This design comes from an exercise in tuning for small area and few clock cycles per item on the open sky130 flow, not from production work.
Function was checked by simulation only, so behaviour that the tests miss may differ from the original.

==> flow/design.v, too long to show whole: its modules and the start of the top module <==
// module desKeySchedule: 58 lines
// module desFeistelRound: 27 lines
// module desSbox1: 88 lines
// module desSbox2: 83 lines
// module desSbox3: 83 lines
// module desSbox4: 84 lines
// module desSbox5: 92 lines
// module desSbox6: 93 lines
// module desSbox7: 79 lines
// module desSbox8: 82 lines
// module desSbox: 10 lines
// module desCore: 91 lines
// module desApbRegs: 98 lines
// module desApbTop: 54 lines
module desApbTop #(
  parameter int addrWidth = 8
) (
  input  logic                 clk,
  input  logic                 rst,
  input  logic                 pSel,
  input  logic                 pEnable,
  input  logic                 pWrite,
  input  logic [addrWidth-1:0] pAddr,
  input  desPkg::apbDataT      pWdata,
  output desPkg::apbDataT      pRdata,
  output logic                 pReady,
  output logic                 pSlverr
);
  // ...
==> flow/flow/run.sh <==
#!/bin/bash
# The standard synthesis, then its combinational logic re-mapped for area
# (flow/remap.tcl), then the standard layout steps on the re-mapped netlist.
set -euo pipefail
W=$(pwd)
R=$W/orfs/results/$FLOW_PLATFORM/desApbTop/base
bash standard.sh synth > std_synth.log 2>&1
cp "$R/1_2_yosys.v" "$W/std_1_2_yosys.v"
REMAP_LIB=$FLOW_HOME/platforms/$FLOW_PLATFORM/lib/sky130_fd_sc_hd__tt_025C_1v80.lib \
REMAP_IN=$W/std_1_2_yosys.v REMAP_OUT=$R/1_2_yosys.v REMAP_ABC=$W/flow/remap.abc \
REMAP_TOP=$FLOW_TOP REMAP_STAT=$W/remap_stat.txt \
  yosys -c "$W/flow/remap.tcl" > remap.log 2>&1
rm -f "$R/1_synth.odb" "$R/1_synth.sdc"
bash standard.sh synth > remap_synth.log 2>&1
bash standard.sh finish > finish.log 2>&1
test -f out/final.def
==> flow/flow/remap.abc <==
strash
ifraig
dc2
&get -n
&dch -f
&nf -R 1000
&put
strash
&get -n
&dch -f
&nf -R 1000
&put
topo
stime -c
==> flow/flow/remap.tcl <==
# Re-map the combinational logic of the standard synthesis netlist with an
# area-oriented ABC script. Every flip-flop (and tie cell) instance is kept as
# it is, so the registers keep the standard synthesis's names and cell types.
yosys -import
set lib $::env(REMAP_LIB)
set top $::env(REMAP_TOP)
read_liberty -ignore_miss_func -setattr liberty_cell $lib
read_verilog $::env(REMAP_IN)
hierarchy -top $top
setattr -mod -set keep_hierarchy 1 sky130_fd_sc_hd__df* sky130_fd_sc_hd__edf* sky130_fd_sc_hd__sdf* sky130_fd_sc_hd__dl* sky130_fd_sc_hd__conb_1
flatten
select -module $top
opt -purge
# the platform's don't-use cells
set dont {}
set fp [open $lib r]
set text [read $fp]
close $fp
foreach {all name} [regexp -all -inline {cell \(\"?(sky130_fd_sc_hd__[a-z0-9_]+)\"?\)} $text] {
  if {[string match *lpflow* $name] || [string match *probe* $name]} { lappend dont -dont_use $name }
}
abc -liberty $lib {*}$dont -script $::env(REMAP_ABC)
splitnets
opt_clean -purge
hilomap -singleton -hicell sky130_fd_sc_hd__conb_1 HI -locell sky130_fd_sc_hd__conb_1 LO
insbuf -buf sky130_fd_sc_hd__buf_4 A X
select -clear
tee -o $::env(REMAP_STAT) stat -liberty $lib $top
yosys delete A:liberty_cell
yosys write_verilog -noattr -nohex -nodec $::env(REMAP_OUT)
==> flow/standard.sh <==
#!/bin/bash
# synth_recipe.tcl (not shown) runs the flow's synth.tcl, then flattens the netlist and writes it again
# the make line also repeats each setting of config.mk as NAME=value (left out here)
make -C /OpenROAD-flow-scripts/flow DESIGN_CONFIG=/design/flow/config.mk WORK_HOME=/design/flow/orfs CLKGATE_MAP_FILE= SYNTH_SCRIPT=/design/flow/synth_recipe.tcl "${@:-finish}"
==> flow/config.mk <==
export PLATFORM = sky130hd
export DESIGN_NAME = desApbTop
export DESIGN_NICKNAME = desApbTop
export VERILOG_FILES = /design/flow/design.v
export SDC_FILE = /design/flow/constraint.sdc
export NUM_CORES = 4
export LEC_CHECK = 0
export ABC_AREA = 1
export CAP_MARGIN = 10
export CORE_MARGIN = 2
export CORE_UTILIZATION = 45
export CTS_BUF_LIST = sky130_fd_sc_hd__clkbuf_4 sky130_fd_sc_hd__clkbuf_8
export CTS_CLUSTER_SIZE = 25
export GPL_TIMING_DRIVEN = 0
export SLEW_MARGIN = 10
==> flow/constraint.sdc <==
create_clock -name core_clock -period 10.0 [get_ports {clk}]
set_input_delay 2.0000 -clock core_clock [delete_from_list [all_inputs] [get_ports {clk}]]
set_output_delay 2.0000 -clock core_clock [all_outputs]
set_load 0.01 [all_outputs]
==> flow_metrics.py, run 1 <==
metrics = {
    "cells_and_area": {
        "multi_input_gates": 1926,
        "layout.area.top_class": "multi-input gates",
        "multi_input_area_um2": 11800,
        "area_growth_pct": 16.9,
        "most-common-layout-cells": "nand2_1, nor2_1, edfxtp_1, o21ai_0, a21oi_1",
        "mostFrequentLayoutCell": "nand2_1",
    },
    "timing": {
        "fmax_mhz": 104,
        "fin_crit_ns": 9.62,
        "worstMarginPinSlew_ns": 1.38,
        "finalSetupViolCount": 0,
        "relSlewSlack_pct": 6.96,
        "worst_slack_ns": 0.380,
        "skew_final_ns": 0.0384,
    },
    "yosys": {
        "cell_area_after_technology_mapping_um2": 18900,
        "synth-warning-count": 3,
    },
    "floorplan": {
        "initial_util_pct": 45.3,
        "std_cell_rows": 75,
    },
    "routing": {
        "highest_signal_layer": "met5",
        "post_drt_via_cell_ratio": 6.84,
        "avg_wl_per_cell_um": 26.9,
        "vias": 20200,
        "ant_nets": 0,
    },
    "placement": {
        "detailedPlacementHpwl_um": 58300,
    },
    "status": {
        "outcome": "complete, no violations",
    },
    "grt": {
        "grt_overflow": 0,
        "grt_start_max_net_pins": 64,
    },
    "critical_path": {
        "worst_path_max_delay_cell": "xor2_1",
        "cp_common_cell": "xor2_1",
        "endpoint_kind": "flip-flop",
    },
    "clock_network": {
        "cts_max_path_buffers": 3,
        "clk_lat_worst_skew_ns": 0.62,
        "path_clk_slew_ns": 0.07,
    },
    "job": {
        "timing.max_cap.violations": 0,
    },
}
Testbench counts, summed over its fixed seeds: cycles 5,120, ops 256.
==> run 2: changes to the inputs <==
--- a/flow/config.mk
+++ b/flow/config.mk
@@ -11,5 +11,6 @@
 export CORE_UTILIZATION = 45
 export CTS_BUF_LIST = sky130_fd_sc_hd__clkbuf_4 sky130_fd_sc_hd__clkbuf_8
-export CTS_CLUSTER_SIZE = 25
+export CTS_CLUSTER_DIAMETER = 60
+export CTS_CLUSTER_SIZE = 16
 export GPL_TIMING_DRIVEN = 0
 export SLEW_MARGIN = 10
==> flow_metrics.py, run 2 <==
metrics = {
    "grt": {
        "grt_start_max_net_pins": 64,
        "via_count_of_the_first_global_routing_pass": 18400,
        "grt_overflow": 0,
        "antenna_found_initial": 3,
        "grt_first_pass_wirelength_um": 117000,
        "track_usage_pct": 35.0,
    },
    "critical_path": {
        "arrival_ns": 9.97,
        "timing.setup.critical_path_class": "flip-flop to flip-flop",
        "crit_path_start_kind": "flip-flop",
        "timing.critical_path.required_ns": 10.37,
        "endpoint_kind": "flip-flop",
        "critical_path_peak_fanout": 63,
        "cp_common_cell": "xor2_1",
        "worst-r2r-cell-count": 28,
        "worst_path_max_delay_cell": "xor2_1",
        "critical_path.max_stage_delay_ns": 0.84,
    },
    "clock_network": {
        "cts_tree": "built",
        "cell_at_the_root_of_the_clock_tree": "clkbuf_8",
        "cts_max_path_buffers": 3,
        "post_cts.repair.setup_buffers": 0,
        "ctsHtreeMaxLevel": 1,
        "path_clk_slew_ns": 0.09,
        "numClockSinks": 257,
        "tritoncts.num_buffers": 27,
        "clk_lat_worst_skew_ns": 0.66,
    },
    "cells_and_area": {
        "diodes": 0,
        "mostFrequentLayoutCell": "nand2_1",
        "most-common-layout-cells": "nand2_1, nor2_1, edfxtp_1, o21ai_0, a21oi_1",
        "layout_top_registers": "i_desApbRegs.dataReg (64), i_desApbRegs.keyReg (64), i_desCore.i_desKeySchedule.cd (56)",
        "drive_gt1_share_pct": 4.95,
        "layout.nets": 2410,
        "area_growth_pct": 15.0,
        "final-instance-count-excl-fill": 2924,
    },
    "floorplan": {
        "floorplan.io_pins": 79,
        "core_area_um2": 41700,
        "std_cell_rows": 75,
        "die_ar_um2": 43600,
        "die_h_um": 209,
        "initial_util_pct": 45.3,
        "die-width_um": 209,
    },
    "routing": {
        "postRouteWirelength_um": 78900,
        "highest_signal_layer": "met5",
        "post_detailed_route_drc_marker_count": 0,
        "avg_wl_per_cell_um": 27.0,
        "routedLengthMet1_um": 31500,
        "ant_nets": 0,
        "vias": 20100,
        "initialDrtViolationCount": 3931,
        "met3RoutedLength_um": 9740,
        "routed-wl-met2_um": 34600,
        "post_drt_via_cell_ratio": 6.86,
        "detailedRoute.firstPassIterationCount": 9,
    },
    "placement": {
        "placement.io_buffers": 77,
        "routabilityCongestion": 0.935,
        "detailedPlacementHpwl_um": 58300,
        "placedCellCount": 2872,
    },
    "timing": {
        "worstMarginPinSlew_ns": 1.37,
        "totalNegativeSetupSlack_ns": 0,
        "whs_ns": 0.513,
        "fin_crit_ns": 9.60,
        "finalSetupViolCount": 0,
        "final.period_utilization_pct": 96.0,
        "fmax_mhz": 104,
        "final-hold-violation-count": 0,
        "slew_viol_final": 0,
        "skew_final_ns": 0.0365,
        "relSlewSlack_pct": 8.03,
        "grt_setup_unrepaired": "no",
    },
    "yosys": {
        "netlist_instances": 2224,
        "synth-warning-count": 3,
        "cell_area_after_technology_mapping_um2": 18900,
        "syn-mean-instance-area_um2": 8.49,
        "synth_fp_nets": 2269,
    },
    "status": {
        "outcome": "complete, no violations",
    },
    "job": {
        "timing.max_cap.violations": 0,
    },
    "hold_path": {
        "min_delay_path_depth": 2,
        "min_path_type": "flip-flop to flip-flop",
    },
}
==> run 2: area by class of cell <==
class / instances / area [um^2]
flip-flops and latches: 257 / 7090
well taps: 539 / 674
clock inverters: 19 / 183
clock buffers: 30 / 400
repair buffers: 112 / 1400
inverters: 41 / 154
fillers: 3960 / 19900
multi-input cells: 1926 / 11800
==> run 2: repair_timing <==
action | CTS | global route
gates cloned | 0 | 0
setup endpoints to repair | 1 | 13
gates resized for setup | 1 | 7
hold buffers | 0 | 0
==> run 2: per-layer routing <==
metal  global-route usage [%]  up-vias
li1                         -     8904
met1                     47.8     9599
met2                     54.2     1358
met3                     7.89      191
met4                     13.1        4
met5                        0        -
==> run 2: final timing paths <==
check / startpoint / end / slack (ns)
setup / recovery: i_desCore.pair[0] / i_desCore.right[8] / 0.40
hold / removal: i_desApbRegs.doneFlag / i_desApbRegs.doneFlag / 0.51
setup reg to reg: i_desCore.pair[0] / i_desCore.right[8] / 0.40
hold reg to reg: i_desApbRegs.doneFlag / i_desApbRegs.doneFlag / 0.51
==> run 2: worst max-delay path, delay by kind of cell (launching register included) <==
| kind | cells | cell delay (ns) |
|---|---|---|
| simple gates | 11 | 4.13 |
| compound gates | 8 | 1.81 |
| xor+xnor | 5 | 1.97 |
| buf+inv | 4 | 0.96 |
| flops | 1 | 0.37 |
==> run 2: metrics by stage <==
stage,util [%],setup slack (ns),area [um^2]
after CTS,52.0,0.0795,21700
final,52.1,0.404,21700
after floorplan,-,1.21,18900
after global routing,52.1,0.000128,21700
after detailed placement,50.6,-0.126,21100
after global placement,48.8,-5.19,20300

==> separate check: timing with driven ports <==
No port has a modelled driver above. Below, the same layouts with a new extraction and two added sets of constraints.
Step 1 assumes that a clkbuf_16 drives the clock port and a buf_2 every other input.
Step 2 times the ports against the registers' clock, not the clock port: input delays grow and output delays shrink by t, the midpoint of the rising clock arrivals with the driver on.
a / b / c = ideal ports / drivers / drivers and shift; a / b = the first two.
run | t (ns) | slack for setup (ns) | worst hold slack (ns)
run 1 | 0.654 | 0.380 / 0.380 / 0.380 | 0.509 / 0.509 / 0.509
run 2 | 0.696 | 0.404 / 0.404 / 0.404 | 0.513 / 0.513 / 0.513
After both steps every run listed still meets setup and hold.
